From an optimization exercise on the open Yosys and OpenROAD flow, aimed at small area, a short achievable clock period and few clock cycles per item; shortcuts taken in it are not production practice. The RTL was checked by simulation tests, not by an equivalence proof against the original design.

Design taylor_cos, start of the top module:
module taylor_cos
(
   input  logic         clock,
   input  logic         reset,
   input  logic         start,
   input  logic [W-1:0] angle_in,
   output logic         ready_out,
   output logic [W-1:0] cos_out
);
clock: 12.0 ns
lec_check: 0
abc_area: 1
cap_margin: 20
core_margin: 2
core_utilization: 40
setup_slack_margin: 5
slew_margin: 20
synth_hierarchical: 1
run.sh (not shown) runs the stock make flow with config.mk's settings and CLKGATE_MAP_FILE= SYNTH_SCRIPT=/design/flow/synth_recipe.tcl, a recipe that flattens the netlist after the stock synthesis.
Testbench counts at the start, summed over its fixed seeds: cycles 3,072, items 512.
Next try:
==> flow/flow/run.sh (new file) <==
#!/bin/bash
set -euo pipefail
bash standard.sh SETUP_SLACK_MARGIN=5.5 "BUFFER_PORTS_ARGS=-buffer_cell sky130_fd_sc_hd__buf_1" finish > flow.log 2>&1
==> flow/standard.sh (new file) <==
#!/bin/bash
# synth_recipe.tcl (not shown) runs the flow's synth.tcl, then flattens the netlist and writes it again
# the make line also repeats each setting of config.mk as NAME=value (left out here)
make -C /OpenROAD-flow-scripts/flow DESIGN_CONFIG=/design/flow/config.mk WORK_HOME=/design/flow/orfs CLKGATE_MAP_FILE= SYNTH_SCRIPT=/design/flow/synth_recipe.tcl "${@:-finish}"
Settings changed: PLACE_DENSITY from default to 0.7, SETUP_SLACK_MARGIN 5 to default.
removed: flow/run.sh
Outcome: Worst hold slack got worse by 5.7 ps; maximum frequency rises by 5.2%; critical path depth falls by 3; cell count rises by 0.62%; clock skew rises by 3.9 ps; count of clock-buffer cells in the layout stays the same.

* * *

Another version of the RTL of taylor_cos (not shown whole).
Size in the first run: roughly 52 I/O pins.
export LEC_CHECK = 0
export ABC_AREA = 1
export CAP_MARGIN = 20
export CORE_MARGIN = 2
export CORE_UTILIZATION = 40
export SLEW_MARGIN = 20
create_clock -name core_clock -period 12.0 [get_ports {clock}]
standard.sh (not shown) runs the stock make flow with config.mk's settings and CLKGATE_MAP_FILE= SYNTH_SCRIPT=/design/flow/synth_recipe.tcl, a recipe that flattens the netlist after the stock synthesis.
==> flow/flow/run.sh <==
#!/bin/bash
set -euo pipefail
bash standard.sh SETUP_SLACK_MARGIN=5.5 finish > flow.log 2>&1
Testbench counts at the start, summed over its fixed seeds: cycles 3,072, items 512.
Edit:
==> flow/flow/run.sh (replaced) <==
#!/bin/bash
set -euo pipefail
bash standard.sh SETUP_SLACK_MARGIN=6.1 finish > flow.log 2>&1
Settings changed: SYNTH_HIERARCHICAL set to 1.
The new run produced a clean layout.
Global-route usage grows by 3.4 points.
Non-clock buffer count grows by 72.
Die area grows by about 4%.
Fmax grows by 5.9%.
Flip-flop and latch count does not change.
Edit:
==> flow/flow/run.sh (replaced) <==
#!/bin/bash
set -euo pipefail
bash standard.sh SETUP_SLACK_MARGIN=5.35 "BUFFER_PORTS_ARGS=-buffer_cell sky130_fd_sc_hd__buf_1" finish > flow.log 2>&1
Effect: The new run ran to the end with no violations. Wire length goes down by 14%. Final cell count goes down by 4.3%. Worst setup slack got worse by 0.38 ns. First-iteration DRC count goes down by 20%. Utilization goes down by 8.3 points. Count of clock-buffer cells in the layout stays the same.
Edit:
==> flow/flow/run.sh (replaced) <==
#!/bin/bash
set -euo pipefail
bash standard.sh SETUP_SLACK_MARGIN=5.5 "BUFFER_PORTS_ARGS=-buffer_cell sky130_fd_sc_hd__buf_1" finish > flow.log 2>&1
Settings changed: GPL_ROUTABILITY_DRIVEN set to 0.
Effect: Worst hold slack gains 0.0037 ns; synthesized area is unchanged; design area climbs slightly; setup slack gains 0.062 ns.
Edit:
==> flow/flow/run.sh (replaced) <==
#!/bin/bash
set -euo pipefail
bash standard.sh SETUP_SLACK_MARGIN=5.8 finish > flow.log 2>&1
Settings changed: GPL_ROUTABILITY_DRIVEN 0 to not set.
What happened: Setup slack gains 0.23 ns; worst hold slack gains 0.0051 ns; synthesized cell count stays the same; non-clock buffer count went up by 37.

* * *

taylor_cos, a different RTL version from the one above (not shown whole).
For scale: about 57 flip-flops, roughly 52 I/O pins.
Settings: LEC_CHECK=0, ABC_AREA=1, CAP_MARGIN=20, CORE_MARGIN=2, CORE_UTILIZATION=55, SLEW_MARGIN=20; clock period 12.0 ns.
==> flow/flow/run.sh <==
#!/bin/bash
set -euo pipefail
bash standard.sh SETUP_SLACK_MARGIN=5.5 finish > flow.log 2>&1
Testbench counts at the start, summed over its fixed seeds: cycles 3,072, items 512.
Edit:
==> flow/flow/run.sh (replaced) <==
#!/bin/bash
set -euo pipefail
bash standard.sh SETUP_SLACK_MARGIN=6 finish > flow.log 2>&1
Settings changed: CORE_UTILIZATION 55 to 40.
Outcome: Count of clock-buffer cells in the layout grows by 5. Design area increases by roughly a tenth.
Edit:
==> flow/flow/run.sh (replaced) <==
#!/bin/bash
set -euo pipefail
bash standard.sh SETUP_SLACK_MARGIN=5.5 finish > flow.log 2>&1
Settings changed: TNS_END_PERCENT from default to 10.
Effect:
- The changed run passed the timing, design-rule and antenna checks
- fmax decreases by 4.9%
- setup slack is worse by 0.31 ns
- utilization decreases by 7.6 points
- via count decreases by 4.6%
Edit:
==> flow/flow/run.sh (replaced) <==
#!/bin/bash
set -euo pipefail
bash standard.sh SETUP_SLACK_MARGIN=6.5 finish > flow.log 2>&1
Settings changed: TNS_END_PERCENT 10 to default.
- cell count grows by 5.3%
- wire length grows by about 9%
- cell area grows by about 20%
Edit:
==> flow/run.sh (new file) <==
#!/bin/bash
# synth_recipe.tcl (not shown) runs the flow's synth.tcl, then flattens the netlist and writes it again
# the make line also repeats each setting of config.mk as NAME=value (left out here)
make -C /OpenROAD-flow-scripts/flow DESIGN_CONFIG=/design/flow/config.mk WORK_HOME=/design/flow/orfs CLKGATE_MAP_FILE= SYNTH_SCRIPT=/design/flow/synth_recipe.tcl finish
removed: flow/flow/run.sh
removed: flow/standard.sh
=> Routed wire length falls by roughly a tenth; sequential share of layout area rises by 1.7 points; non-clock buffer count falls by 194; worst setup slack loses 1.8 ns; flip-flop and latch count does not change; core utilization falls by 11 points; final cell count falls by a few percent; cell area falls by about a fifth.

re-timing with driven ports:
The results above use ideal ports. As a check the final layouts listed here were re-extracted and re-timed, cells and wires unchanged.
Step 1 assumes that a clkbuf_16 drives the clock port and a buf_2 every other input.
Step 2 times the ports against the registers' clock, not the clock port: input delays grow and output delays shrink by t, the midpoint of the rising clock arrivals with the driver on.
Three values: no drivers, after step 1, after step 2; two values: the first two.
run	t, ns	slack for setup (ns)	worst slew at a driven data input, ns	cell pins on the clock port's net
the first run of note 1	0.365	5.234 / 5.234 / 5.234	0.05	1
the second run of note 1	0.360	5.572 / 5.572 / 5.572	0.05	1
the first run of note 2	0.395	5.615 / 5.615 / 5.615	0.06	1
the second run of note 2	0.358	5.969 / 5.969 / 5.969	0.04	1
the third run of note 2	0.360	5.593 / 5.593 / 5.593	0.04	1
the fourth run of note 2	0.359	5.655 / 5.655 / 5.655	0.04	1
the fifth run of note 2	0.361	5.883 / 5.883 / 5.883	0.04	1
the first run of note 3	0.379	5.606 / 5.606 / 5.606	0.05	1
the second run of note 3	0.376	5.897 / 5.897 / 5.897	0.07	1
the third run of note 3	0.375	5.586 / 5.586 / 5.586	0.05	1
the fourth run of note 3	0.379	5.860 / 5.860 / 5.860	0.05	1
the fifth run of note 3	0.361	4.011 / 4.011 / 4.011	0.04	1
After both steps every run listed still meets setup and hold.
